What follows belongs to an exercise in optimizing a design on an open flow for small area, a short achievable clock period and few clock cycles per item; a production flow would make more cautious choices. No run shown here included a check of the RTL's function; only the layout flow was run. Power and IR drop assume default switching activity.

`flow/config.mk`:
```
export PLATFORM = sky130hd
export DESIGN_NAME = word_tokenizer_fnv1a_hasher_top
export DESIGN_NICKNAME = word_tokenizer_fnv1a_hasher_top
export VERILOG_FILES = /design/flow/design.v
export SDC_FILE = /design/flow/constraint.sdc
export NUM_CORES = 4
export LEC_CHECK = 0
export ABC_AREA = 1
export CAP_MARGIN = 20
export CORE_MARGIN = 2
export CORE_UTILIZATION = 40
export CTS_BUF_LIST = sky130_fd_sc_hd__clkbuf_8
export CTS_CLUSTER_SIZE = 20
export PLACE_DENSITY = 0.7
export SETUP_SLACK_MARGIN = 2.8
export SLEW_MARGIN = 20
```
`flow/constraint.sdc`:
```
create_clock -name core_clock -period 6.5 [get_ports {clk}]
set_input_delay 1.3000 -clock core_clock [delete_from_list [all_inputs] [get_ports {clk}]]
set_output_delay 1.3000 -clock core_clock [all_outputs]
set_load 0.01 [all_outputs]
```
`flow/design.v`:
```
package wtok_pkg;
  localparam int unsigned LENGTH_WIDTH_DEF = 16;
  localparam logic [31:0] FNV_BASIS = 32'h811C_9DC5;
  localparam logic [31:0] FNV_PRIME = 32'h0100_0193;
  localparam logic [7:0] CHR_NUL = 8'h00;
  localparam logic [7:0] CHR_TAB = 8'h09;
  localparam logic [7:0] CHR_LF  = 8'h0A;
  localparam logic [7:0] CHR_VT  = 8'h0B;
  localparam logic [7:0] CHR_FF  = 8'h0C;
  localparam logic [7:0] CHR_CR  = 8'h0D;
  localparam logic [7:0] CHR_SP  = 8'h20;
  localparam logic [15:0] EOS_LENGTH = 16'd4;
  localparam int unsigned QUEUE_DEPTH = 4;
  localparam int unsigned QUEUE_PTR_W = $clog2(QUEUE_DEPTH);
  localparam int unsigned QUEUE_CNT_W = $clog2(QUEUE_DEPTH + 1);
  typedef struct packed {
    logic [7:0] data_byte;
    logic       end_of_input;
  } byte_t;
  typedef struct packed {
    logic [31:0] word_hash;
    logic [15:0] word_length;
    logic        is_eos;
    logic        last;
  } token_t;
  localparam int unsigned TOKEN_W = 50;  
  localparam logic [31:0] EOS_HASH = 32'hD79C_9359;
endpackage
import wtok_pkg::*;
module wtok_room (
  input  logic [1:0] cls,
  input  logic       in_word,
  input  logic [1:0] e_pre,
  input  logic       w_own,
  input  logic       e_post,
  input  logic       take,
  output logic       ok
);
  logic       e_front;
  logic [1:0] e_pre1;
  logic       w_own1;
  logic       e_post1;
  always_comb begin
    e_front = (e_pre != 2'd0);
    e_pre1  = e_pre;
    w_own1  = w_own;
    e_post1 = e_post;
    if (take) begin
      if (e_front) begin
        e_pre1 = e_pre - 2'd1;
      end else if (w_own) begin
        w_own1  = 1'b0;
        e_pre1  = {1'b0, e_post};
        e_post1 = 1'b0;
      end
    end
    case (cls)
      2'd1:    ok = in_word || !w_own;
      2'd2:    ok = in_word || (w_own1 ? !e_post1 : (e_pre1 != 2'd2));
      2'd3:    ok = 1'b1;
      default: ok = 1'b0;
    endcase
  end
endmodule
module word_tokenizer_fnv1a_hasher_top #(
  parameter int unsigned LENGTH_WIDTH = wtok_pkg::LENGTH_WIDTH_DEF
) (
  input  logic   clk,
  input  logic   rst,
  input  logic   byte_valid,
  output logic   byte_ready,
  input  wtok_pkg::byte_t  byte_data,
  output logic   token_valid,
  input  logic   token_ready,
  output wtok_pkg::token_t token_data
);
  localparam logic [1:0] C_NONE = 2'd0;
  localparam logic [1:0] C_WORD = 2'd1;
  localparam logic [1:0] C_LF   = 2'd2;
  localparam logic [1:0] C_END  = 2'd3;
  logic [1:0]  ib_cls;
  logic        ib_b7;
  logic        ib_b7m;      
  logic                    in_word;
  logic [31:0]             hash_r;
  logic [LENGTH_WIDTH-1:0] len_r;
  logic                    last_r;
  logic [1:0]  e_pre;
  logic        w_own;
  logic        e_post;
  logic        rdy_nt;
  logic        rdy_t;
  logic        e_front;
  logic        word_end;
  logic        imm_w;
  logic        take;
  logic        w_now;       
  logic        w_give;      
  logic        ok;
  logic        hash_upd;
  logic        hash_clr;
  logic        byte_xfer;
  logic        in_space;
  logic [1:0]  in_cls;
  logic [6:0]  in_low;
  logic [31:0] mix_out;
  logic [31:0] mixed;
  logic [6:0]  hlo_n;
  logic        w_next_nt;   
  logic        w_next_t;    
  logic [1:0]  ib_cls_n;
  logic        in_word_n;
  logic [1:0]  e_pre_n;
  logic        w_own_n;
  logic        e_post_n;
  logic        ok_nt_n;
  logic        ok_t_n;
  assign e_front     = (e_pre != 2'd0);
  assign word_end    = in_word && ib_cls[1];
  assign imm_w       = word_end && !e_front;
  assign token_valid = e_front || w_own || imm_w;
  assign take        = token_valid && token_ready;
  assign token_data.word_hash   = e_front ? EOS_HASH : hash_r;
  assign token_data.word_length = e_front ? EOS_LENGTH : 16'(len_r);
  assign token_data.is_eos      = e_front;
  assign token_data.last        = e_front || (w_own ? last_r : ib_cls[0]);
  assign byte_ready = rdy_nt || (token_ready && rdy_t);
  assign byte_xfer  = byte_valid && byte_ready;
  wtok_room u_room (
    .cls(ib_cls), .in_word(in_word), .e_pre(e_pre), .w_own(w_own),
    .e_post(e_post), .take(take), .ok(ok)
  );
  always_comb begin
    w_now    = imm_w && token_ready;
    w_give   = take && !e_front && w_own;
    hash_upd = (ib_cls == C_WORD) && ok;
    hash_clr = w_now || w_give;
    in_space = (byte_data.data_byte == CHR_SP)  || (byte_data.data_byte == CHR_LF) ||
               (byte_data.data_byte == CHR_CR)  || (byte_data.data_byte == CHR_TAB) ||
               (byte_data.data_byte == CHR_VT)  || (byte_data.data_byte == CHR_FF) ||
               (byte_data.data_byte == CHR_NUL);
    if (byte_data.end_of_input)                 in_cls = C_END;
    else if (byte_data.data_byte == CHR_LF)     in_cls = C_LF;
    else if (in_space)                          in_cls = C_END;
    else                                        in_cls = C_WORD;
    in_low = byte_data.data_byte[6:0] ^ {7{byte_data.data_byte[7]}};
    if (byte_xfer)   ib_cls_n = in_cls;
    else if (ok)     ib_cls_n = C_NONE;
    else             ib_cls_n = ib_cls;
    e_pre_n   = e_pre;
    w_own_n   = w_own;
    e_post_n  = e_post;
    in_word_n = in_word;
    if (take && !imm_w) begin
      if (e_front) begin
        e_pre_n = e_pre - 2'd1;
      end else begin
        w_own_n  = 1'b0;
        e_pre_n  = {1'b0, e_post};
        e_post_n = 1'b0;
      end
    end
    if (ok) begin
      case (ib_cls)
        C_WORD: in_word_n = 1'b1;
        C_LF: begin
          in_word_n = 1'b0;
          if (in_word) begin
            if (w_now) begin
              e_pre_n  = e_pre_n + 2'd1;
            end else begin
              w_own_n  = 1'b1;
              e_post_n = 1'b1;
            end
          end else if (w_own_n) begin
            e_post_n = 1'b1;
          end else begin
            e_pre_n  = e_pre_n + 2'd1;
          end
        end
        C_END: begin
          in_word_n = 1'b0;
          if (in_word && !w_now) w_own_n = 1'b1;
        end
        default: ;
      endcase
    end
    mixed = mix_out;
    if (rst || hash_clr) hlo_n = FNV_BASIS[6:0];
    else if (hash_upd)   hlo_n = mixed[6:0];
    else                 hlo_n = hash_r[6:0];
    if (byte_xfer && in_cls == C_WORD) hlo_n = hlo_n ^ in_low;
    w_next_nt = w_own_n || (in_word_n && ib_cls_n[1]);
    w_next_t  = (e_pre_n != 2'd0) && w_next_nt;
  end
  fnv_mul u_mul (.x(hash_r), .e(ib_b7m), .ex(ib_b7), .y(mix_out));
  wtok_room u_room_nt (
    .cls(ib_cls_n), .in_word(in_word_n), .e_pre(e_pre_n), .w_own(w_own_n),
    .e_post(e_post_n), .take(1'b0), .ok(ok_nt_n)
  );
  wtok_room u_room_t (
    .cls(ib_cls_n), .in_word(in_word_n), .e_pre(e_pre_n), .w_own(w_own_n),
    .e_post(e_post_n), .take(1'b1), .ok(ok_t_n)
  );
  always_ff @(posedge clk) begin
    if (rst) begin
      ib_cls  <= C_NONE;
      in_word <= 1'b0;
      e_pre   <= 2'd0;
      w_own   <= 1'b0;
      e_post  <= 1'b0;
      rdy_nt  <= 1'b1;
      rdy_t   <= 1'b1;
    end else begin
      ib_cls  <= ib_cls_n;
      in_word <= in_word_n;
      e_pre   <= e_pre_n;
      w_own   <= w_own_n;
      e_post  <= e_post_n;
      rdy_nt  <= ((ib_cls_n == C_NONE) || ok_nt_n) && !w_next_nt;
      rdy_t   <= ((ib_cls_n == C_NONE) || ok_t_n) && !w_next_t;
    end
  end
  always_ff @(posedge clk) begin
    if (byte_xfer) begin
      ib_b7 <= byte_data.data_byte[7];
    end
  end
  always_ff @(posedge clk) begin
    if (byte_xfer || ok) begin
      ib_b7m <= byte_data.data_byte[7];
    end
  end
  always_ff @(posedge clk) begin
    if (rst || hash_clr) begin
      hash_r[31:7] <= FNV_BASIS[31:7];
      len_r        <= '0;
    end else if (hash_upd) begin
      hash_r[31:7] <= mixed[31:7];
      if (len_r != '1) begin
        len_r <= len_r + LENGTH_WIDTH'(1);
      end
    end
  end
  always_ff @(posedge clk) begin
    hash_r[6:0] <= hlo_n;
  end
  always_ff @(posedge clk) begin
    if (ok && word_end && !w_now) begin
      last_r <= (ib_cls == C_END);
    end
  end
endmodule
module fnv_mul (
  input  logic [31:0] x,
  input  logic        e,
  input  logic        ex,
  output logic [31:0] y
);
  logic fs0;
  logic fc0;
  logic fs1;
  logic fc1;
  logic fs2;
  logic fc2;
  logic fs3;
  logic fc3;
  logic fs4;
  logic fc4;
  logic fs5;
  logic fc5;
  logic fs6;
  logic fc6;
  logic fs7;
  logic fc7;
  logic fs8;
  logic fc8;
  logic fs9;
  logic fc9;
  logic fs10;
  logic fc10;
  logic fs11;
  logic fc11;
  logic fs12;
  logic fc12;
  logic fs13;
  logic fc13;
  logic fs14;
  logic fc14;
  logic fs15;
  logic fc15;
  logic fs16;
  logic fc16;
  logic fs17;
  logic fc17;
  logic fs18;
  logic fc18;
  logic fs19;
  logic fc19;
  logic fs20;
  logic fc20;
  logic fs21;
  logic fc21;
  logic fs22;
  logic fc22;
  logic fs23;
  logic fc23;
  logic fs24;
  logic fc24;
  logic fs25;
  logic fc25;
  logic fs26;
  logic fc26;
  logic fs27;
  logic fc27;
  logic fs28;
  logic fc28;
  logic fs29;
  logic fc29;
  logic fs30;
  logic fc30;
  logic fs31;
  logic fc31;
  logic fs32;
  logic fc32;
  logic fs33;
  logic fc33;
  logic fs34;
  logic fc34;
  logic fs35;
  logic fc35;
  logic fs36;
  logic fc36;
  logic fs37;
  logic fc37;
  logic fs38;
  logic fc38;
  logic fs39;
  logic fc39;
  logic fs40;
  logic fc40;
  logic fs41;
  logic fc41;
  logic fs42;
  logic fc42;
  logic fs43;
  logic fc43;
  logic fs44;
  logic fc44;
  logic fs45;
  logic fc45;
  logic fs46;
  logic fc46;
  logic fs47;
  logic fc47;
  logic fs48;
  logic fc48;
  logic fs49;
  logic fc49;
  logic fs50;
  logic fc50;
  logic fs51;
  logic fc51;
  logic fs52;
  logic fc52;
  logic fs53;
  logic fc53;
  logic fs54;
  logic fc54;
  logic fs55;
  logic fc55;
  logic fs56;
  logic fc56;
  logic fs57;
  logic fc57;
  logic fs58;
  logic fc58;
  logic fs59;
  logic fc59;
  logic fs60;
  logic fc60;
  logic fs61;
  logic fc61;
  logic fs62;
  logic fc62;
  logic fs63;
  logic fc63;
  logic fs64;
  logic fc64;
  logic fs65;
  logic fc65;
  logic fs66;
  logic fc66;
  logic fs67;
  logic fc67;
  logic fs68;
  logic fc68;
  logic fs69;
  logic fc69;
  logic fs70;
  logic fc70;
  logic fs71;
  logic fc71;
  logic fs72;
  logic fc72;
  logic fs73;
  logic fc73;
  logic fs74;
  logic fc74;
  logic fs75;
  logic fc75;
  logic fs76;
  logic fc76;
  logic fs77;
  logic fc77;
  logic fs78;
  logic fc78;
  logic fs79;
  logic fc79;
  logic fs80;
  logic fc80;
  logic fs81;
  logic fc81;
  logic fs82;
  logic fc82;
  logic fs83;
  logic fc83;
  logic fs84;
  logic fc84;
  logic [31:0] ra, rb;
  assign fs0 = x[4] ^ x[3] ^ x[0];
  assign fc0 = (x[4] & x[3]) | (x[4] & x[0]) | (x[3] & x[0]);
  assign fs1 = x[5] ^ x[4] ^ x[1];
  assign fc1 = (x[5] & x[4]) | (x[5] & x[1]) | (x[4] & x[1]);
  assign fs2 = x[6] ^ x[5] ^ x[2];
  assign fc2 = (x[6] & x[5]) | (x[6] & x[2]) | (x[5] & x[2]);
  assign fs3 = x[7] ^ x[6] ^ x[3];
  assign fc3 = (x[7] & x[6]) | (x[7] & x[3]) | (x[6] & x[3]);
  assign fs4 = x[0] ^ e ^ fc2;
  assign fc4 = (x[0] & e) | (x[0] & fc2) | (e & fc2);
  assign fs5 = x[8] ^ x[7] ^ x[4];
  assign fc5 = (x[8] & x[7]) | (x[8] & x[4]) | (x[7] & x[4]);
  assign fs6 = x[1] ^ x[0] ^ e;
  assign fc6 = (x[1] & x[0]) | (x[1] & e) | (x[0] & e);
  assign fs7 = fc3 ^ fs5 ^ fs6;
  assign fc7 = (fc3 & fs5) | (fc3 & fs6) | (fs5 & fs6);
  assign fs8 = x[9] ^ x[8] ^ x[5];
  assign fc8 = (x[9] & x[8]) | (x[9] & x[5]) | (x[8] & x[5]);
  assign fs9 = x[2] ^ x[1] ^ fc5;
  assign fc9 = (x[2] & x[1]) | (x[2] & fc5) | (x[1] & fc5);
  assign fs10 = fc6 ^ fs8 ^ fc7;
  assign fc10 = (fc6 & fs8) | (fc6 & fc7) | (fs8 & fc7);
  assign fs11 = x[10] ^ x[9] ^ x[6];
  assign fc11 = (x[10] & x[9]) | (x[10] & x[6]) | (x[9] & x[6]);
  assign fs12 = x[3] ^ x[2] ^ fc8;
  assign fc12 = (x[3] & x[2]) | (x[3] & fc8) | (x[2] & fc8);
  assign fs13 = fs11 ^ fc9 ^ fs12;
  assign fc13 = (fs11 & fc9) | (fs11 & fs12) | (fc9 & fs12);
  assign fs14 = x[11] ^ x[10] ^ x[7];
  assign fc14 = (x[11] & x[10]) | (x[11] & x[7]) | (x[10] & x[7]);
  assign fs15 = x[4] ^ x[3] ^ fc11;
  assign fc15 = (x[4] & x[3]) | (x[4] & fc11) | (x[3] & fc11);
  assign fs16 = fs14 ^ fc12 ^ fs15;
  assign fc16 = (fs14 & fc12) | (fs14 & fs15) | (fc12 & fs15);
  assign fs17 = x[12] ^ x[11] ^ x[8];
  assign fc17 = (x[12] & x[11]) | (x[12] & x[8]) | (x[11] & x[8]);
  assign fs18 = x[5] ^ x[4] ^ fc14;
  assign fc18 = (x[5] & x[4]) | (x[5] & fc14) | (x[4] & fc14);
  assign fs19 = fs17 ^ fc15 ^ fs18;
  assign fc19 = (fs17 & fc15) | (fs17 & fs18) | (fc15 & fs18);
  assign fs20 = x[13] ^ x[12] ^ x[9];
  assign fc20 = (x[13] & x[12]) | (x[13] & x[9]) | (x[12] & x[9]);
  assign fs21 = x[6] ^ x[5] ^ fc17;
  assign fc21 = (x[6] & x[5]) | (x[6] & fc17) | (x[5] & fc17);
  assign fs22 = fs20 ^ fc18 ^ fs21;
  assign fc22 = (fs20 & fc18) | (fs20 & fs21) | (fc18 & fs21);
  assign fs23 = x[14] ^ x[13] ^ x[10];
  assign fc23 = (x[14] & x[13]) | (x[14] & x[10]) | (x[13] & x[10]);
  assign fs24 = x[7] ^ x[6] ^ fc20;
  assign fc24 = (x[7] & x[6]) | (x[7] & fc20) | (x[6] & fc20);
  assign fs25 = fs23 ^ fc21 ^ fs24;
  assign fc25 = (fs23 & fc21) | (fs23 & fs24) | (fc21 & fs24);
  assign fs26 = x[15] ^ x[14] ^ x[11];
  assign fc26 = (x[15] & x[14]) | (x[15] & x[11]) | (x[14] & x[11]);
  assign fs27 = x[8] ^ x[7] ^ fc23;
  assign fc27 = (x[8] & x[7]) | (x[8] & fc23) | (x[7] & fc23);
  assign fs28 = fs26 ^ fc24 ^ fs27;
  assign fc28 = (fs26 & fc24) | (fs26 & fs27) | (fc24 & fs27);
  assign fs29 = x[16] ^ x[15] ^ x[12];
  assign fc29 = (x[16] & x[15]) | (x[16] & x[12]) | (x[15] & x[12]);
  assign fs30 = x[9] ^ x[8] ^ fc26;
  assign fc30 = (x[9] & x[8]) | (x[9] & fc26) | (x[8] & fc26);
  assign fs31 = fs29 ^ fc27 ^ fs30;
  assign fc31 = (fs29 & fc27) | (fs29 & fs30) | (fc27 & fs30);
  assign fs32 = x[17] ^ x[16] ^ x[13];
  assign fc32 = (x[17] & x[16]) | (x[17] & x[13]) | (x[16] & x[13]);
  assign fs33 = x[10] ^ x[9] ^ fc29;
  assign fc33 = (x[10] & x[9]) | (x[10] & fc29) | (x[9] & fc29);
  assign fs34 = fs32 ^ fc30 ^ fs33;
  assign fc34 = (fs32 & fc30) | (fs32 & fs33) | (fc30 & fs33);
  assign fs35 = x[18] ^ x[17] ^ x[14];
  assign fc35 = (x[18] & x[17]) | (x[18] & x[14]) | (x[17] & x[14]);
  assign fs36 = x[11] ^ x[10] ^ fc32;
  assign fc36 = (x[11] & x[10]) | (x[11] & fc32) | (x[10] & fc32);
  assign fs37 = fs35 ^ fc33 ^ fs36;
  assign fc37 = (fs35 & fc33) | (fs35 & fs36) | (fc33 & fs36);
  assign fs38 = x[19] ^ x[18] ^ x[15];
  assign fc38 = (x[19] & x[18]) | (x[19] & x[15]) | (x[18] & x[15]);
  assign fs39 = x[12] ^ x[11] ^ fc35;
  assign fc39 = (x[12] & x[11]) | (x[12] & fc35) | (x[11] & fc35);
  assign fs40 = fs38 ^ fc36 ^ fs39;
  assign fc40 = (fs38 & fc36) | (fs38 & fs39) | (fc36 & fs39);
  assign fs41 = x[20] ^ x[19] ^ x[16];
  assign fc41 = (x[20] & x[19]) | (x[20] & x[16]) | (x[19] & x[16]);
  assign fs42 = x[13] ^ x[12] ^ fc38;
  assign fc42 = (x[13] & x[12]) | (x[13] & fc38) | (x[12] & fc38);
  assign fs43 = fs41 ^ fc39 ^ fs42;
  assign fc43 = (fs41 & fc39) | (fs41 & fs42) | (fc39 & fs42);
  assign fs44 = x[21] ^ x[20] ^ x[17];
  assign fc44 = (x[21] & x[20]) | (x[21] & x[17]) | (x[20] & x[17]);
  assign fs45 = x[14] ^ x[13] ^ fc41;
  assign fc45 = (x[14] & x[13]) | (x[14] & fc41) | (x[13] & fc41);
  assign fs46 = fs44 ^ fc42 ^ fs45;
  assign fc46 = (fs44 & fc42) | (fs44 & fs45) | (fc42 & fs45);
  assign fs47 = x[22] ^ x[21] ^ x[18];
  assign fc47 = (x[22] & x[21]) | (x[22] & x[18]) | (x[21] & x[18]);
  assign fs48 = x[15] ^ x[14] ^ fc44;
  assign fc48 = (x[15] & x[14]) | (x[15] & fc44) | (x[14] & fc44);
  assign fs49 = fs47 ^ fc45 ^ fs48;
  assign fc49 = (fs47 & fc45) | (fs47 & fs48) | (fc45 & fs48);
  assign fs50 = x[23] ^ x[22] ^ x[19];
  assign fc50 = (x[23] & x[22]) | (x[23] & x[19]) | (x[22] & x[19]);
  assign fs51 = x[16] ^ x[15] ^ fc47;
  assign fc51 = (x[16] & x[15]) | (x[16] & fc47) | (x[15] & fc47);
  assign fs52 = fs50 ^ fc48 ^ fs51;
  assign fc52 = (fs50 & fc48) | (fs50 & fs51) | (fc48 & fs51);
  assign fs53 = x[24] ^ x[23] ^ x[20];
  assign fc53 = (x[24] & x[23]) | (x[24] & x[20]) | (x[23] & x[20]);
  assign fs54 = x[17] ^ x[16] ^ x[0];
  assign fc54 = (x[17] & x[16]) | (x[17] & x[0]) | (x[16] & x[0]);
  assign fs55 = e ^ fc50 ^ fs53;
  assign fc55 = (e & fc50) | (e & fs53) | (fc50 & fs53);
  assign fs56 = fs54 ^ fc51 ^ fs55;
  assign fc56 = (fs54 & fc51) | (fs54 & fs55) | (fc51 & fs55);
  assign fs57 = x[25] ^ x[24] ^ x[21];
  assign fc57 = (x[25] & x[24]) | (x[25] & x[21]) | (x[24] & x[21]);
  assign fs58 = x[18] ^ x[17] ^ x[1];
  assign fc58 = (x[18] & x[17]) | (x[18] & x[1]) | (x[17] & x[1]);
  assign fs59 = fc53 ^ fc54 ^ fs57;
  assign fc59 = (fc53 & fc54) | (fc53 & fs57) | (fc54 & fs57);
  assign fs60 = fs58 ^ fc55 ^ fs59;
  assign fc60 = (fs58 & fc55) | (fs58 & fs59) | (fc55 & fs59);
  assign fs61 = x[26] ^ x[25] ^ x[22];
  assign fc61 = (x[26] & x[25]) | (x[26] & x[22]) | (x[25] & x[22]);
  assign fs62 = x[19] ^ x[18] ^ x[2];
  assign fc62 = (x[19] & x[18]) | (x[19] & x[2]) | (x[18] & x[2]);
  assign fs63 = fc57 ^ fc58 ^ fs61;
  assign fc63 = (fc57 & fc58) | (fc57 & fs61) | (fc58 & fs61);
  assign fs64 = fs62 ^ fc59 ^ fs63;
  assign fc64 = (fs62 & fc59) | (fs62 & fs63) | (fc59 & fs63);
  assign fs65 = x[27] ^ x[26] ^ x[23];
  assign fc65 = (x[27] & x[26]) | (x[27] & x[23]) | (x[26] & x[23]);
  assign fs66 = x[20] ^ x[19] ^ x[3];
  assign fc66 = (x[20] & x[19]) | (x[20] & x[3]) | (x[19] & x[3]);
  assign fs67 = fc61 ^ fc62 ^ fs65;
  assign fc67 = (fc61 & fc62) | (fc61 & fs65) | (fc62 & fs65);
  assign fs68 = fs66 ^ fc63 ^ fs67;
  assign fc68 = (fs66 & fc63) | (fs66 & fs67) | (fc63 & fs67);
  assign fs69 = x[28] ^ x[27] ^ x[24];
  assign fc69 = (x[28] & x[27]) | (x[28] & x[24]) | (x[27] & x[24]);
  assign fs70 = x[21] ^ x[20] ^ x[4];
  assign fc70 = (x[21] & x[20]) | (x[21] & x[4]) | (x[20] & x[4]);
  assign fs71 = fc65 ^ fc66 ^ fs69;
  assign fc71 = (fc65 & fc66) | (fc65 & fs69) | (fc66 & fs69);
  assign fs72 = fs70 ^ fc67 ^ fs71;
  assign fc72 = (fs70 & fc67) | (fs70 & fs71) | (fc67 & fs71);
  assign fs73 = x[29] ^ x[28] ^ x[25];
  assign fc73 = (x[29] & x[28]) | (x[29] & x[25]) | (x[28] & x[25]);
  assign fs74 = x[22] ^ x[21] ^ x[5];
  assign fc74 = (x[22] & x[21]) | (x[22] & x[5]) | (x[21] & x[5]);
  assign fs75 = fc69 ^ fc70 ^ fs73;
  assign fc75 = (fc69 & fc70) | (fc69 & fs73) | (fc70 & fs73);
  assign fs76 = fs74 ^ fc71 ^ fs75;
  assign fc76 = (fs74 & fc71) | (fs74 & fs75) | (fc71 & fs75);
  assign fs77 = x[30] ^ x[29] ^ x[26];
  assign fc77 = (x[30] & x[29]) | (x[30] & x[26]) | (x[29] & x[26]);
  assign fs78 = x[23] ^ x[22] ^ x[6];
  assign fc78 = (x[23] & x[22]) | (x[23] & x[6]) | (x[22] & x[6]);
  assign fs79 = fc73 ^ fc74 ^ fs77;
  assign fc79 = (fc73 & fc74) | (fc73 & fs77) | (fc74 & fs77);
  assign fs80 = fs78 ^ fc75 ^ fs79;
  assign fc80 = (fs78 & fc75) | (fs78 & fs79) | (fc75 & fs79);
  assign fs81 = x[31] ^ x[30] ^ x[27];
  assign fc81 = (x[31] & x[30]) | (x[31] & x[27]) | (x[30] & x[27]);
  assign fs82 = x[24] ^ x[23] ^ x[7];
  assign fc82 = (x[24] & x[23]) | (x[24] & x[7]) | (x[23] & x[7]);
  assign fs83 = fc77 ^ fc78 ^ fs81;
  assign fc83 = (fc77 & fc78) | (fc77 & fs81) | (fc78 & fs81);
  assign fs84 = fs82 ^ fc79 ^ fs83;
  assign fc84 = (fs82 & fc79) | (fs82 & fs83) | (fc79 & fs83);
  assign ra[0] = x[0];
  assign rb[0] = e;
  assign ra[1] = x[1];
  assign rb[1] = x[0];
  assign ra[2] = x[2];
  assign rb[2] = x[1];
  assign ra[3] = x[3];
  assign rb[3] = x[2];
  assign ra[4] = e;
  assign rb[4] = fs0;
  assign ra[5] = fc0;
  assign rb[5] = fs1;
  assign ra[6] = fc1;
  assign rb[6] = fs2;
  assign ra[7] = fs3;
  assign rb[7] = fs4;
  assign ra[8] = fc4;
  assign rb[8] = fs7;
  assign ra[9] = fs9;
  assign rb[9] = fs10;
  assign ra[10] = fc10;
  assign rb[10] = fs13;
  assign ra[11] = fc13;
  assign rb[11] = fs16;
  assign ra[12] = fc16;
  assign rb[12] = fs19;
  assign ra[13] = fc19;
  assign rb[13] = fs22;
  assign ra[14] = fc22;
  assign rb[14] = fs25;
  assign ra[15] = fc25;
  assign rb[15] = fs28;
  assign ra[16] = fc28;
  assign rb[16] = fs31;
  assign ra[17] = fc31;
  assign rb[17] = fs34;
  assign ra[18] = fc34;
  assign rb[18] = fs37;
  assign ra[19] = fc37;
  assign rb[19] = fs40;
  assign ra[20] = fc40;
  assign rb[20] = fs43;
  assign ra[21] = fc43;
  assign rb[21] = fs46;
  assign ra[22] = fc46;
  assign rb[22] = fs49;
  assign ra[23] = fc49;
  assign rb[23] = fs52;
  assign ra[24] = fc52;
  assign rb[24] = fs56;
  assign ra[25] = fc56;
  assign rb[25] = fs60;
  assign ra[26] = fc60;
  assign rb[26] = fs64;
  assign ra[27] = fc64;
  assign rb[27] = fs68;
  assign ra[28] = fc68;
  assign rb[28] = fs72;
  assign ra[29] = fc72;
  assign rb[29] = fs76;
  assign ra[30] = fc76;
  assign rb[30] = fs80;
  assign ra[31] = fc80;
  assign rb[31] = fs84;
  logic [31:0] g0, p0;
  assign g0 = ra & rb;
  assign p0 = ra ^ rb;
  logic gc0;
  assign gc0 = g0[0] | (p0[0] & e);
  logic gn1, pn1;
  assign gn1 = g0[1] | (p0[1] & gc0);
  assign pn1 = p0[1] & p0[0];
  logic gn2, pn2;
  assign gn2 = g0[3] | (p0[3] & g0[2]);
  assign pn2 = p0[3] & p0[2];
  logic gn3, pn3;
  assign gn3 = g0[5] | (p0[5] & g0[4]);
  assign pn3 = p0[5] & p0[4];
  logic gn4, pn4;
  assign gn4 = g0[7] | (p0[7] & g0[6]);
  assign pn4 = p0[7] & p0[6];
  logic gn5, pn5;
  assign gn5 = g0[9] | (p0[9] & g0[8]);
  assign pn5 = p0[9] & p0[8];
  logic gn6, pn6;
  assign gn6 = g0[11] | (p0[11] & g0[10]);
  assign pn6 = p0[11] & p0[10];
  logic gn7, pn7;
  assign gn7 = g0[13] | (p0[13] & g0[12]);
  assign pn7 = p0[13] & p0[12];
  logic gn8, pn8;
  assign gn8 = g0[15] | (p0[15] & g0[14]);
  assign pn8 = p0[15] & p0[14];
  logic gn9, pn9;
  assign gn9 = g0[17] | (p0[17] & g0[16]);
  assign pn9 = p0[17] & p0[16];
  logic gn10, pn10;
  assign gn10 = g0[19] | (p0[19] & g0[18]);
  assign pn10 = p0[19] & p0[18];
  logic gn11, pn11;
  assign gn11 = g0[21] | (p0[21] & g0[20]);
  assign pn11 = p0[21] & p0[20];
  logic gn12, pn12;
  assign gn12 = g0[23] | (p0[23] & g0[22]);
  assign pn12 = p0[23] & p0[22];
  logic gn13, pn13;
  assign gn13 = g0[25] | (p0[25] & g0[24]);
  assign pn13 = p0[25] & p0[24];
  logic gn14, pn14;
  assign gn14 = g0[27] | (p0[27] & g0[26]);
  assign pn14 = p0[27] & p0[26];
  logic gn15, pn15;
  assign gn15 = g0[29] | (p0[29] & g0[28]);
  assign pn15 = p0[29] & p0[28];
  logic gn16, pn16;
  assign gn16 = g0[31] | (p0[31] & g0[30]);
  assign pn16 = p0[31] & p0[30];
  logic gn17, pn17;
  assign gn17 = g0[2] | (p0[2] & gn1);
  assign pn17 = p0[2] & pn1;
  logic gn18, pn18;
  assign gn18 = gn2 | (pn2 & gn1);
  assign pn18 = pn2 & pn1;
  logic gn19, pn19;
  assign gn19 = g0[6] | (p0[6] & gn3);
  assign pn19 = p0[6] & pn3;
  logic gn20, pn20;
  assign gn20 = gn4 | (pn4 & gn3);
  assign pn20 = pn4 & pn3;
  logic gn21, pn21;
  assign gn21 = g0[10] | (p0[10] & gn5);
  assign pn21 = p0[10] & pn5;
  logic gn22, pn22;
  assign gn22 = gn6 | (pn6 & gn5);
  assign pn22 = pn6 & pn5;
  logic gn23, pn23;
  assign gn23 = g0[14] | (p0[14] & gn7);
  assign pn23 = p0[14] & pn7;
  logic gn24, pn24;
  assign gn24 = gn8 | (pn8 & gn7);
  assign pn24 = pn8 & pn7;
  logic gn25, pn25;
  assign gn25 = g0[18] | (p0[18] & gn9);
  assign pn25 = p0[18] & pn9;
  logic gn26, pn26;
  assign gn26 = gn10 | (pn10 & gn9);
  assign pn26 = pn10 & pn9;
  logic gn27, pn27;
  assign gn27 = g0[22] | (p0[22] & gn11);
  assign pn27 = p0[22] & pn11;
  logic gn28, pn28;
  assign gn28 = gn12 | (pn12 & gn11);
  assign pn28 = pn12 & pn11;
  logic gn29, pn29;
  assign gn29 = g0[26] | (p0[26] & gn13);
  assign pn29 = p0[26] & pn13;
  logic gn30, pn30;
  assign gn30 = gn14 | (pn14 & gn13);
  assign pn30 = pn14 & pn13;
  logic gn31, pn31;
  assign gn31 = g0[30] | (p0[30] & gn15);
  assign pn31 = p0[30] & pn15;
  logic gn32, pn32;
  assign gn32 = gn16 | (pn16 & gn15);
  assign pn32 = pn16 & pn15;
  logic gn33, pn33;
  assign gn33 = g0[4] | (p0[4] & gn18);
  assign pn33 = p0[4] & pn18;
  logic gn34, pn34;
  assign gn34 = gn3 | (pn3 & gn18);
  assign pn34 = pn3 & pn18;
  logic gn35, pn35;
  assign gn35 = gn19 | (pn19 & gn18);
  assign pn35 = pn19 & pn18;
  logic gn36, pn36;
  assign gn36 = gn20 | (pn20 & gn18);
  assign pn36 = pn20 & pn18;
  logic gn37, pn37;
  assign gn37 = g0[12] | (p0[12] & gn22);
  assign pn37 = p0[12] & pn22;
  logic gn38, pn38;
  assign gn38 = gn7 | (pn7 & gn22);
  assign pn38 = pn7 & pn22;
  logic gn39, pn39;
  assign gn39 = gn23 | (pn23 & gn22);
  assign pn39 = pn23 & pn22;
  logic gn40, pn40;
  assign gn40 = gn24 | (pn24 & gn22);
  assign pn40 = pn24 & pn22;
  logic gn41, pn41;
  assign gn41 = g0[20] | (p0[20] & gn26);
  assign pn41 = p0[20] & pn26;
  logic gn42, pn42;
  assign gn42 = gn11 | (pn11 & gn26);
  assign pn42 = pn11 & pn26;
  logic gn43, pn43;
  assign gn43 = gn27 | (pn27 & gn26);
  assign pn43 = pn27 & pn26;
  logic gn44, pn44;
  assign gn44 = gn28 | (pn28 & gn26);
  assign pn44 = pn28 & pn26;
  logic gn45, pn45;
  assign gn45 = g0[28] | (p0[28] & gn30);
  assign pn45 = p0[28] & pn30;
  logic gn46, pn46;
  assign gn46 = gn15 | (pn15 & gn30);
  assign pn46 = pn15 & pn30;
  logic gn47, pn47;
  assign gn47 = gn31 | (pn31 & gn30);
  assign pn47 = pn31 & pn30;
  logic gn48, pn48;
  assign gn48 = gn32 | (pn32 & gn30);
  assign pn48 = pn32 & pn30;
  logic gn49, pn49;
  assign gn49 = g0[8] | (p0[8] & gn36);
  assign pn49 = p0[8] & pn36;
  logic gn50, pn50;
  assign gn50 = gn5 | (pn5 & gn36);
  assign pn50 = pn5 & pn36;
  logic gn51, pn51;
  assign gn51 = gn21 | (pn21 & gn36);
  assign pn51 = pn21 & pn36;
  logic gn52, pn52;
  assign gn52 = gn22 | (pn22 & gn36);
  assign pn52 = pn22 & pn36;
  logic gn53, pn53;
  assign gn53 = gn37 | (pn37 & gn36);
  assign pn53 = pn37 & pn36;
  logic gn54, pn54;
  assign gn54 = gn38 | (pn38 & gn36);
  assign pn54 = pn38 & pn36;
  logic gn55, pn55;
  assign gn55 = gn39 | (pn39 & gn36);
  assign pn55 = pn39 & pn36;
  logic gn56, pn56;
  assign gn56 = gn40 | (pn40 & gn36);
  assign pn56 = pn40 & pn36;
  logic gn57, pn57;
  assign gn57 = g0[24] | (p0[24] & gn44);
  assign pn57 = p0[24] & pn44;
  logic gn58, pn58;
  assign gn58 = gn13 | (pn13 & gn44);
  assign pn58 = pn13 & pn44;
  logic gn59, pn59;
  assign gn59 = gn29 | (pn29 & gn44);
  assign pn59 = pn29 & pn44;
  logic gn60, pn60;
  assign gn60 = gn30 | (pn30 & gn44);
  assign pn60 = pn30 & pn44;
  logic gn61, pn61;
  assign gn61 = gn45 | (pn45 & gn44);
  assign pn61 = pn45 & pn44;
  logic gn62, pn62;
  assign gn62 = gn46 | (pn46 & gn44);
  assign pn62 = pn46 & pn44;
  logic gn63, pn63;
  assign gn63 = gn47 | (pn47 & gn44);
  assign pn63 = pn47 & pn44;
  logic gn64, pn64;
  assign gn64 = gn48 | (pn48 & gn44);
  assign pn64 = pn48 & pn44;
  logic gn65, pn65;
  assign gn65 = g0[16] | (p0[16] & gn56);
  assign pn65 = p0[16] & pn56;
  logic gn66, pn66;
  assign gn66 = gn9 | (pn9 & gn56);
  assign pn66 = pn9 & pn56;
  logic gn67, pn67;
  assign gn67 = gn25 | (pn25 & gn56);
  assign pn67 = pn25 & pn56;
  logic gn68, pn68;
  assign gn68 = gn26 | (pn26 & gn56);
  assign pn68 = pn26 & pn56;
  logic gn69, pn69;
  assign gn69 = gn41 | (pn41 & gn56);
  assign pn69 = pn41 & pn56;
  logic gn70, pn70;
  assign gn70 = gn42 | (pn42 & gn56);
  assign pn70 = pn42 & pn56;
  logic gn71, pn71;
  assign gn71 = gn43 | (pn43 & gn56);
  assign pn71 = pn43 & pn56;
  logic gn72, pn72;
  assign gn72 = gn44 | (pn44 & gn56);
  assign pn72 = pn44 & pn56;
  logic gn73, pn73;
  assign gn73 = gn57 | (pn57 & gn56);
  assign pn73 = pn57 & pn56;
  logic gn74, pn74;
  assign gn74 = gn58 | (pn58 & gn56);
  assign pn74 = pn58 & pn56;
  logic gn75, pn75;
  assign gn75 = gn59 | (pn59 & gn56);
  assign pn75 = pn59 & pn56;
  logic gn76, pn76;
  assign gn76 = gn60 | (pn60 & gn56);
  assign pn76 = pn60 & pn56;
  logic gn77, pn77;
  assign gn77 = gn61 | (pn61 & gn56);
  assign pn77 = pn61 & pn56;
  logic gn78, pn78;
  assign gn78 = gn62 | (pn62 & gn56);
  assign pn78 = pn62 & pn56;
  logic gn79, pn79;
  assign gn79 = gn63 | (pn63 & gn56);
  assign pn79 = pn63 & pn56;
  logic gn80, pn80;
  assign gn80 = gn64 | (pn64 & gn56);
  assign pn80 = pn64 & pn56;
  logic [31:0] pe;
  assign pe = p0 ^ {32{ex}};
  assign y[0] = pe[0] ^ e;
  assign y[1] = pe[1] ^ gc0;
  assign y[2] = pe[2] ^ gn1;
  assign y[3] = pe[3] ^ gn17;
  assign y[4] = pe[4] ^ gn18;
  assign y[5] = pe[5] ^ gn33;
  assign y[6] = pe[6] ^ gn34;
  assign y[7] = pe[7] ^ gn35;
  assign y[8] = pe[8] ^ gn36;
  assign y[9] = pe[9] ^ gn49;
  assign y[10] = pe[10] ^ gn50;
  assign y[11] = pe[11] ^ gn51;
  assign y[12] = pe[12] ^ gn52;
  assign y[13] = pe[13] ^ gn53;
  assign y[14] = pe[14] ^ gn54;
  assign y[15] = pe[15] ^ gn55;
  assign y[16] = pe[16] ^ gn56;
  assign y[17] = pe[17] ^ gn65;
  assign y[18] = pe[18] ^ gn66;
  assign y[19] = pe[19] ^ gn67;
  assign y[20] = pe[20] ^ gn68;
  assign y[21] = pe[21] ^ gn69;
  assign y[22] = pe[22] ^ gn70;
  assign y[23] = pe[23] ^ gn71;
  assign y[24] = pe[24] ^ gn72;
  assign y[25] = pe[25] ^ gn73;
  assign y[26] = pe[26] ^ gn74;
  assign y[27] = pe[27] ^ gn75;
  assign y[28] = pe[28] ^ gn76;
  assign y[29] = pe[29] ^ gn77;
  assign y[30] = pe[30] ^ gn78;
  assign y[31] = pe[31] ^ gn79;
endmodule
```
`flow/flow/run.sh`:
```
#!/bin/bash
# Layout flow: the standard flow, with two changes between its steps.
#  1. After the standard synthesis, flow/fapol.py re-chooses the polarity of
#     each full adder cell (a full adder is self-dual) to drop the inverters
#     that Yosys's adder extraction leaves between them, and turns an xor2
#     with one inverted input into an xnor2 (or back). Registers and all
#     other cells are untouched.
#  2. Ports are buffered with sky130_fd_sc_hd__buf_1 instead of the
#     flow's default buffer cell (every port still gets its own buffer).
# Each tool's output goes to a log file of its own in this folder.
set -euo pipefail
R=orfs/results/sky130hd/word_tokenizer_fnv1a_hasher_top/base
bash standard.sh synth > 1_standard_synth.log 2>&1
cp $R/1_2_yosys.v 1_2_yosys.standard.v
python3 flow/fapol.py 1_2_yosys.standard.v $R/1_2_yosys.v > 2_fapol.log 2>&1
touch $R/1_2_yosys.v
bash standard.sh BUFFER_PORTS_ARGS="-buffer_cell sky130_fd_sc_hd__buf_1" finish > 3_standard_finish.log 2>&1
```
`flow/flow/fapol.py`:
```
#!/usr/bin/env python3
"""Choose the polarity of each full adder cell in a Yosys netlist so that as
few inverters as possible remain.

A full adder is self-dual: complementing its three inputs complements its sum
and carry. Yosys's adder extraction leaves many inverters between full
adders; this picks, for every fa cell, whether to build it on complemented
inputs (giving complemented outputs), then rebuilds the inverters: at most
one per signal, from the signal's net. Only inverters are removed or added
and only fa inputs are rewired; registers and all other cells are unchanged.

usage: fapol.py IN.v OUT.v
"""
import re, sys, random

src = open(sys.argv[1]).read()
m = re.search(r'^module\s+(\S+)\((.*?)\);\n', src, re.M | re.S)
head_end = m.end()
end_mod = src.rindex('endmodule')
body = src[head_end:end_mod]

decl_re = re.compile(r'^\s*(input|output|inout|wire)\s+(\[\d+:\d+\]\s+)?(\S+)\s*;\s*$', re.M)
inst_re = re.compile(r'^\s*(sky130_fd_sc_hd__\w+)\s+(\S+)\s*\((.*?)\);\s*$', re.M | re.S)
pin_re = re.compile(r'\.(\w+)\(\s*(.*?)\s*\)\s*(?:,|$)', re.S)

decls = []
ports = set()
for d in decl_re.finditer(body):
    decls.append(d.group(0))
    if d.group(1) in ('output',):
        rng = d.group(2)
        name = d.group(3)
        if rng:
            hi, lo = map(int, re.findall(r'\d+', rng))
            for i in range(min(hi, lo), max(hi, lo) + 1):
                ports.add(f'{name}[{i}]')
        else:
            ports.add(name)

OUTPINS = {'X', 'Y', 'Q', 'Q_N', 'SUM', 'COUT', 'HI', 'LO'}
cells = []
for c in inst_re.finditer(body):
    typ, name, pins = c.group(1), c.group(2), c.group(3)
    conn = {}
    for p in pin_re.finditer(pins):
        conn[p.group(1)] = p.group(2).strip()
    cells.append({'type': typ, 'name': name, 'conn': conn})

def is_inv(c):
    return re.match(r'sky130_fd_sc_hd__(clk)?inv_\d+$', c['type']) is not None

def norm(n):
    return n.strip()

driver = {}
for c in cells:
    for p, n in c['conn'].items():
        if p in OUTPINS:
            driver[norm(n)] = (c, p)

# inverters that drive a port stay as they are (treated as ordinary cells)
invs = [c for c in cells if is_inv(c) and norm(c['conn']['Y']) not in ports]
inv_set = set(id(c) for c in invs)

def resolve(n):
    n = norm(n); p = 0
    while n in driver and id(driver[n][0]) in inv_set:
        n = norm(driver[n][0]['conn']['A']); p ^= 1
    return n, p

fas = [c for c in cells if c['type'].startswith('sky130_fd_sc_hd__fa_')]
fa_idx = {id(c): i for i, c in enumerate(fas)}
sig_fa = {}                      # signal net -> fa index that drives it
for i, c in enumerate(fas):
    sig_fa[norm(c['conn']['SUM'])] = i
    sig_fa[norm(c['conn']['COUT'])] = i

# consumers: (cell, pin, signal, polarity)
cons = []
for c in cells:
    if id(c) in inv_set:
        continue
    for p, n in c['conn'].items():
        if p in OUTPINS:
            continue
        s, pol = resolve(n)
        cons.append((c, p, s, pol))
# signals that reach a port other than through kept cells: freeze their fa
frozen = set()
for n in ports:
    s, pol = resolve(n)
    if s in sig_fa and (s != norm(n)):
        frozen.add(sig_fa[s])

by_sig = {}
for k, (c, p, s, pol) in enumerate(cons):
    by_sig.setdefault(s, []).append(k)
fa_sigs = [set() for _ in fas]
for k, (c, p, s, pol) in enumerate(cons):
    if id(c) in fa_idx:
        fa_sigs[fa_idx[id(c)]].add(s)
    if s in sig_fa:
        fa_sigs[sig_fa[s]].add(s)

flip = [0] * len(fas)

def is_xor(c):
    return re.match(r'sky130_fd_sc_hd__x(n)?or2_\d+$', c['type']) is not None

def sig_cost(s):
    phi = flip[sig_fa[s]] if s in sig_fa else 0
    for k in by_sig.get(s, []):
        c, p, _, pol = cons[k]
        if is_xor(c):
            continue
        eff = pol ^ (flip[fa_idx[id(c)]] if id(c) in fa_idx else 0)
        if eff != phi:
            return 1
    return 0

def total():
    return sum(sig_cost(s) for s in by_sig)

before = total()
random.seed(1)
best_flip, best = list(flip), before
for restart in range(30):
    flip[:] = [0] * len(fas) if restart == 0 else [random.randint(0, 1) if i not in frozen else 0 for i in range(len(fas))]
    order = list(range(len(fas)))
    for rnd in range(60):
        improved = False
        random.shuffle(order)
        for i in order:
            if i in frozen:
                continue
            old = sum(sig_cost(s) for s in fa_sigs[i])
            flip[i] ^= 1
            new = sum(sig_cost(s) for s in fa_sigs[i])
            if new < old:
                improved = True
            elif new == old and random.random() < 0.3:
                pass
            else:
                flip[i] ^= 1
        if not improved and rnd > 15:
            break
    cur = total()
    if cur < best:
        best, best_flip = cur, list(flip)
flip[:] = best_flip
after = total()

def esc(n):
    n = norm(n)
    return n + ' ' if n.startswith('\\') else n

# rebuild: drop resolved inverters, one new inverter per signal that needs it
inv_of = {}
new_wires, new_cells = [], []
kept_inv_type = {}
for c in invs:
    s, _ = resolve(c['conn']['Y'])
    kept_inv_type.setdefault(s, c['type'])
cnt = 0
def inv_net(s):
    global cnt
    if s not in inv_of:
        cnt += 1
        w = f'_fapol_{cnt}_'
        inv_of[s] = w
        new_wires.append(f'  wire {w};')
        t = kept_inv_type.get(s, 'sky130_fd_sc_hd__inv_1')
        new_cells.append(f'  {t} _fapol_inv_{cnt}_ (\n    .A({esc(s)}),\n    .Y({w})\n  );')
    return inv_of[s]

swap = {}
for k, (c, p, s, pol) in enumerate(cons):
    phi = flip[sig_fa[s]] if s in sig_fa else 0
    eff = pol ^ (flip[fa_idx[id(c)]] if id(c) in fa_idx else 0)
    if is_xor(c):
        c['conn'][p] = s
        if eff != phi:
            swap[id(c)] = swap.get(id(c), 0) ^ 1
        continue
    c['conn'][p] = s if eff == phi else inv_net(s)
n_swap = 0
for c in cells:
    if swap.get(id(c)):
        n_swap += 1
        m2 = re.match(r'sky130_fd_sc_hd__(x(?:n)?or2)_(\d+)$', c['type'])
        kind, drive = m2.group(1), m2.group(2)
        if kind == 'xor2':
            c['type'] = f'sky130_fd_sc_hd__xnor2_{drive}'
            c['conn'] = {('Y' if q == 'X' else q): n for q, n in c['conn'].items()}
        else:
            c['type'] = f'sky130_fd_sc_hd__xor2_{drive}'
            c['conn'] = {('X' if q == 'Y' else q): n for q, n in c['conn'].items()}

dead = set(norm(c['conn']['Y']) for c in invs)
out = [src[:head_end]]
for d in decls:
    mm = decl_re.match(d)
    if mm.group(1) == 'wire' and not mm.group(2) and norm(mm.group(3)) in dead:
        continue
    out.append(d + '\n')
out += [w + '\n' for w in new_wires]
for c in cells:
    if id(c) in inv_set:
        continue
    pins = ',\n'.join(f'    .{p}({esc(n)})' for p, n in c['conn'].items())
    out.append(f"  {c['type']} {c['name']} (\n{pins}\n  );\n")
out += [x + '\n' for x in new_cells]
out.append(src[end_mod:])
open(sys.argv[2], 'w').write(''.join(out))
print(f'fapol: {len(fas)} full adders, {sum(flip)} flipped, {len(frozen)} frozen, {n_swap} xor/xnor swapped; '
      f'inverters {len(invs)} -> {len(inv_of)} (signal cost {before} -> {after})')
```
`flow/standard.sh`:
```
#!/bin/bash
# synth_recipe.tcl (not shown) runs the flow's synth.tcl, then flattens the netlist and writes it again
# the make line also repeats each setting of config.mk as NAME=value (left out here)
make -C /OpenROAD-flow-scripts/flow DESIGN_CONFIG=/design/flow/config.mk WORK_HOME=/design/flow/orfs CLKGATE_MAP_FILE= SYNTH_SCRIPT=/design/flow/synth_recipe.tcl "${@:-finish}"
```
==> results of run 1 <==
-- metal layers --
metal | part of all wire, % | GRT usage, % | wire length, um
met5 | 0 | 0 | 0
met4 | 1.2 | 4.41 | 205
met1 | 43 | 25.3 | 7550
met2 | 49 | 34.2 | 8550
met3 | 6.7 | 3.50 | 1170
-- report_power, final --
| part | total, mW | switching [mW] | internal, mW |
|---|---|---|---|
| combinational | 1.82 | 1.02 | 0.799 |
| sequential | 0.445 | 0.0561 | 0.389 |
| clock | 0.398 | 0.181 | 0.218 |
-- area by class of cell --
class                           count  area [um2]  share of cell area (%)
Inverter                           99         379                    5.02
Timing Repair inverter              1        5.00                  0.0663
Tap cell                          216         270                    3.58
Sequential cell                    60        1280                    17.0
Clock inverter                      7        98.8                    1.31
Multi-Input combinational cell    626        5010                    66.4
Timing Repair Buffer               82         379                    5.02
Clock buffer                        9         124                    1.64
-- critical path, cell delays in order (launching register included) --
cell and delay, ns:
dfxtp_2 0.41, fa_1 0.46, fa_1 0.51, fa_1 0.42, ha_1 0.34, a21oi_1 0.17
inv_1 0.10, a21oi_1 0.16, a21boi_4 0.28, o21bai_4 0.13, a21oi_1 0.15, nand2_1 0.08
xor2_1 0.13, a21oi_1 0.08
-- worst paths after layout --
| path | endpoint | slack (ns) | cells after the start |
|---|---|---|---|
| min | len_r[6] | 0.50 | 2 |
| min reg2reg | len_r[6] | 0.50 | 2 |
| max | hash_r[27] | 2.93 | 13 |
| max reg2reg | hash_r[27] | 2.93 | 13 |
-- through the flow --
stage	worst slack [ns]	hold slack, ns	utilization [%]
6_report	2.93	0.495	47.4
5_1_grt	2.75	0.524	47.4
4_1_cts	2.75	0.494	45.7
3_5_place_dp	2.32	0.483	43.7
3_3_place_gp	2.42	0.476	43.7
2_1_floorplan	2.83	0.455	-
-- flip-flops by register name, summed over array words and instances, names as in the netlist --
signal	flops
last_r	1
rdy_t	1
e_post	1
in_word	1
rdy_nt	1
hash_r	32
e_pre	2
ib_b7m	1
ib_b7	1
len_r	16
ib_cls	2
w_own	1
-- repair_timing --
item	4_1_cts	5_1_grt
endpoints found under the setup margin	17	25
setup buffers	3	12
resized for setup	32	38
endpoints found under the hold margin	0	0
pin swaps	2	8
cloned	0	3
==> results_dict.tcl, run 1 <==
set metrics [dict create \
    status "complete, no violations" \
    fin_nets 1012 \
    die_area_um2 17400 \
    synth_fp_nets 941 \
    critPathLaunch "hash_r[16]" \
    globalRouteTotalUtil_pct 19.6 \
    max_freq_mhz 280 \
    start_kind "register" \
    drv_cap 0 \
    cts_tree "done" \
    hpwl_um 12300 \
    start_util_pct 41.1 \
    relSlewSlack_pct 53.5 \
    gp_congestion 0.890 \
    min_period_ns 3.57 \
    grt_pass1_wl_um 27300 \
    hold_start "len_r[6]" \
    worstPathRequired_ns 6.72 \
    routed_wl_um 17500 \
    cts-root-buf "clkbuf_8" \
    cts.clk_slew.worst_paths_ns 0.09 \
    grt_max_degree 38 \
    slew_violations 0 \
    critPathKind "register to register" \
    total_power_mw 2.66 \
    drt.antenna.violating_nets 0 \
    hp-class "register to register" \
    clkSinkCount 60 \
    antenna_found_initial 0 \
    detail_route.wl_per_cell_um 15.9 \
    vias 5749 \
    core-area_um2 15900 \
    io_pins 65 \
    worst_slew_pin_slew_ns 0.694 \
    drt-initial-drc-count 403 \
    fin_crit_sh_pct 55.0 \
    insertion_delay_ns 0.36 \
    cts_hold_buffers 0 \
    layout.filler_cells 1529 \
    drive_gt1_share_pct 12.8 \
    fin_area_um2 7550 \
    grt_setup_unrepaired "yes" \
    drc 0 \
    rr_startpoint "hash_r[16]" \
    io_buffers 64 \
    p_per_area_nw_per_um2 353 \
    grt_remaining_overflow 0 \
    viasPerCell 5.23 \
    finalHoldViolCount 0 \
    fin_skew_ns 0.0145 \
    dieWidth_um 132 \
    place_area_um2 6970 \
    grt_pass1_vias 5530 \
    final_cells 1100 \
    leakage_nw 3.14 \
    setup_viol 0 \
    syn_area_um2 6550 \
    synth_warnings 2 \
    cts_buffer_depth 2 \
    mostFrequentLayoutCell "nand2_1" \
    placed_cells 1066 \
    syn_to_final_growth_pct 15.3 \
    crit_path_end_kind "register" \
    cp_data_arrival_time_ns 3.80 \
    htreeDepth 3 \
    setup_tns_ns 0 \
    drt_pass1_iterations 7 \
    final_cell_mix "126 x nand2_1, 92 x inv_1, 79 x fa_1" \
    syn_inst 808 \
    die_y_um 132 \
    num_antenna_cells 0 \
    cts_made_buffers 9 \
    irDropWorstVdd_mv 0.151 \
    critPathMaxFanout 6 \
    row_count 46 \
    avgSynthCellArea_um2 8.11 \
]
==> run 2, diff against run 1 <==
--- a/flow/config.mk
+++ b/flow/config.mk
@@ -11,6 +11,6 @@
 export CORE_UTILIZATION = 40
 export CTS_BUF_LIST = sky130_fd_sc_hd__clkbuf_8
 export CTS_CLUSTER_SIZE = 20
-export PLACE_DENSITY = 0.7
+export PLACE_DENSITY = 0.8
 export SETUP_SLACK_MARGIN = 2.8
 export SLEW_MARGIN = 20
==> results_dict.tcl, run 2 <==
set metrics [dict create \
    cp_num_buf_inv 2 \
    num_antenna_cells 0 \
    mostFrequentLayoutCell "nand2_1" \
    grt_pass1_wl_um 28000 \
    critPathKind "register to register" \
    syn_inst 808 \
    critPathTopFamily "adder cells" \
    start_kind "register" \
    drt_pass1_iterations 5 \
    grt_max_degree 38 \
    wl_met3_um 1350 \
    fin_hold_ws_ns 0.496 \
    io_pins 65 \
    worstPathRequired_ns 6.78 \
    cts_tree "done" \
    largestRegisters "hash_r (32), len_r (16)" \
    clock_power_share_pct 13.0 \
    fin_area_um2 7610 \
    cts_hold_buffers 0 \
    worst_path_max_delay_cell "fa_1" \
    fin_crit_sh_pct 56.6 \
    grt_remaining_overflow 0 \
    cts-root-buf "clkbuf_8" \
    htreeDepth 3 \
    place_area_um2 6970 \
    row_count 46 \
    internal-power_mw 1.43 \
    final_cell_mix "124 x nand2_1, 93 x inv_1, 80 x fa_1" \
    start_util_pct 41.1 \
    wl_met1_um 7460 \
    p_sw_share_pct 48.0 \
    hp-class "register to register" \
    syn_area_um2 6550 \
    io_buffers 64 \
    largest_reg_flops 32 \
    fin_skew_ns 0.0118 \
    leakage_nw 3.15 \
    drive_gt1_share_pct 13.6 \
    antenna_found_initial 0 \
    die_y_um 132 \
    setup_viol 0 \
    grt_pass1_vias 5728 \
    status "complete, no violations" \
    top_layer_used "met4" \
    min_period_ns 3.68 \
    routed_wl_um 17600 \
    slew_violations 0 \
    p_switching_mw 1.32 \
    drt.antenna.violating_nets 0 \
    globalRouteTotalUtil_pct 19.9 \
    grt_setup_unrepaired "yes" \
    hpwl_um 12300 \
    cts.clk_slew.worst_paths_ns 0.08 \
    syn_to_final_growth_pct 16.3 \
    synth_fp_nets 941 \
    cp_data_arrival_time_ns 3.96 \
    viasPerCell 5.22 \
    gp_congestion 0.900 \
    p_seq_share_pct 16.0 \
    cts_made_buffers 9 \
    clkSinkCount 60 \
    drv_cap 0 \
    avgSynthCellArea_um2 8.11 \
    core-area_um2 15900 \
    irDropWorstVdd_mv 0.172 \
    insertion_delay_ns 0.37 \
    drt-initial-drc-count 449 \
    layout.filler_cells 1487 \
    critPathMaxFanout 6 \
    max_freq_mhz 272 \
    top_register "hash_r" \
    detail_route.wl_per_cell_um 16.0 \
    p_per_area_nw_per_um2 361 \
    finalHoldViolCount 0 \
    cts_buffer_depth 2 \
    setup_tns_ns 0 \
    vias 5733 \
    cp_cell_sequence "fa_2 > fa_1 > fa_1 > ha_4 > a21oi_4 > nor2_2 > nor2_2 > inv_2 > a221oi_4 > nand2_4 > clkbuf_16 > nand3_1 > nand2_1 > xor2_1 > a21oi_1" \
    dieWidth_um 132 \
    crit_path_end_kind "register" \
    max_stage_delay_ns 0.58 \
    wl_met2_um 8340 \
    fin_nets 1011 \
    die_area_um2 17400 \
    relSlewSlack_pct 28.1 \
    synth_warnings 2 \
    p_comb_share_pct 71.0 \
    drc 0 \
    worst_slew_pin_slew_ns 1.08 \
]
-- run 2: final timing paths --
check / from / endpoint / slack [ns] / cells past startpoint
max: hash_r[12] / hash_r[25] / 2.82 / 15
min: len_r[6] / len_r[6] / 0.50 / 2
max reg2reg: hash_r[12] / hash_r[25] / 2.82 / 15
min reg2reg: len_r[6] / len_r[6] / 0.50 / 2
-- run 2: what timing repair did --
item / 4_1_cts / 5_1_grt
cloned: 0 / 3
setup endpoints to repair: 25 / 23
gates resized for setup: 33 / 48
pin swaps: 2 / 15
setup buffers: 2 / 12
-- run 2: worst reg2reg max path, stage by stage (launching register included) --
cell	delay (ns)
dfxtp_4	0.39
fa_2	0.40
fa_1	0.49
fa_1	0.58
ha_4	0.23
a21oi_4	0.13
nor2_2	0.05
nor2_2	0.17
inv_2	0.07
a221oi_4	0.34
nand2_4	0.14
clkbuf_16	0.18
nand3_1	0.06
nand2_1	0.07
xor2_1	0.14
a21oi_1	0.14
-- run 2: area by class of cell --
cell class / count / area (um2) / area share, %
multi-input cells: 626 / 5070 / 66.6
flip-flops and latches: 60 / 1290 / 17.0
repair buffers: 82 / 405 / 5.32
inverters: 99 / 375 / 4.93
well taps: 216 / 270 / 3.55
clock buffers: 9 / 124 / 1.63
clock inverters: 7 / 76.3 / 1.00
-- run 2: stage by stage --
step	utilization [%]	worst slack, ns	power [mW]	instances
floorplan	-	2.83	1.69	808
global placement	43.7	2.47	1.94	1066
detailed placement	43.7	2.39	1.99	1066
CTS	45.5	2.81	2.40	1084
global route	47.8	2.66	2.99	1099
finish	47.8	2.82	2.75	1099
-- run 2: per-layer routing --
layer,vias to the layer above,GRT usage (%)
met4,0,7.13
met1,2742,25.8
met2,207,32.3
li1,2752,-
met5,-,0
met3,32,4.88
-- run 2: power groups by stage --
stage	clock, mW	sequential, mW	combinational (mW)
final	0.358	0.440	1.95
after global routing	0.379	0.445	2.17
after CTS	0.364	0.445	1.60
after detailed placement	0	0.453	1.53
after global placement	0	0.451	1.49
after floorplan	0	0.435	1.26

## static timing again, ports no longer ideal
The results above use ideal ports. As a check the final layouts listed here were re-extracted and re-timed, cells and wires unchanged.
Step 1, drivers: a clkbuf_16 drives clk and a buf_2 each remaining input, both assumed.
Step 2 adds t to the input delays and takes it off the output delays; t is the mean of the earliest and latest rising clock arrival at the registers after step 1. Input paths then give back, and output paths get back, about the clock's delay inside the block.
a / b / c = no drivers / after step 1 / after step 2; a / b = the first two.
| run | t, ns | setup slack, ns | worst setup path after step 2 | slew at the worst register clock pin (ns) | worst data-port slew with drivers (ns) |
|---|---|---|---|---|---|
| run 1 | 0.391 | 2.927 / 2.927 / 2.927 | register to register | 0.09 / 0.09 | 0.03 |
| run 2 | 0.403 | 2.821 / 2.821 / 2.557 | input to register | 0.08 / 0.08 | 0.03 |
After both steps setup and hold are still met in every run listed. For run 2, which loses most, drivers alone change the setup slack by 0.000 ns; drivers and shift together by -0.264 ns.
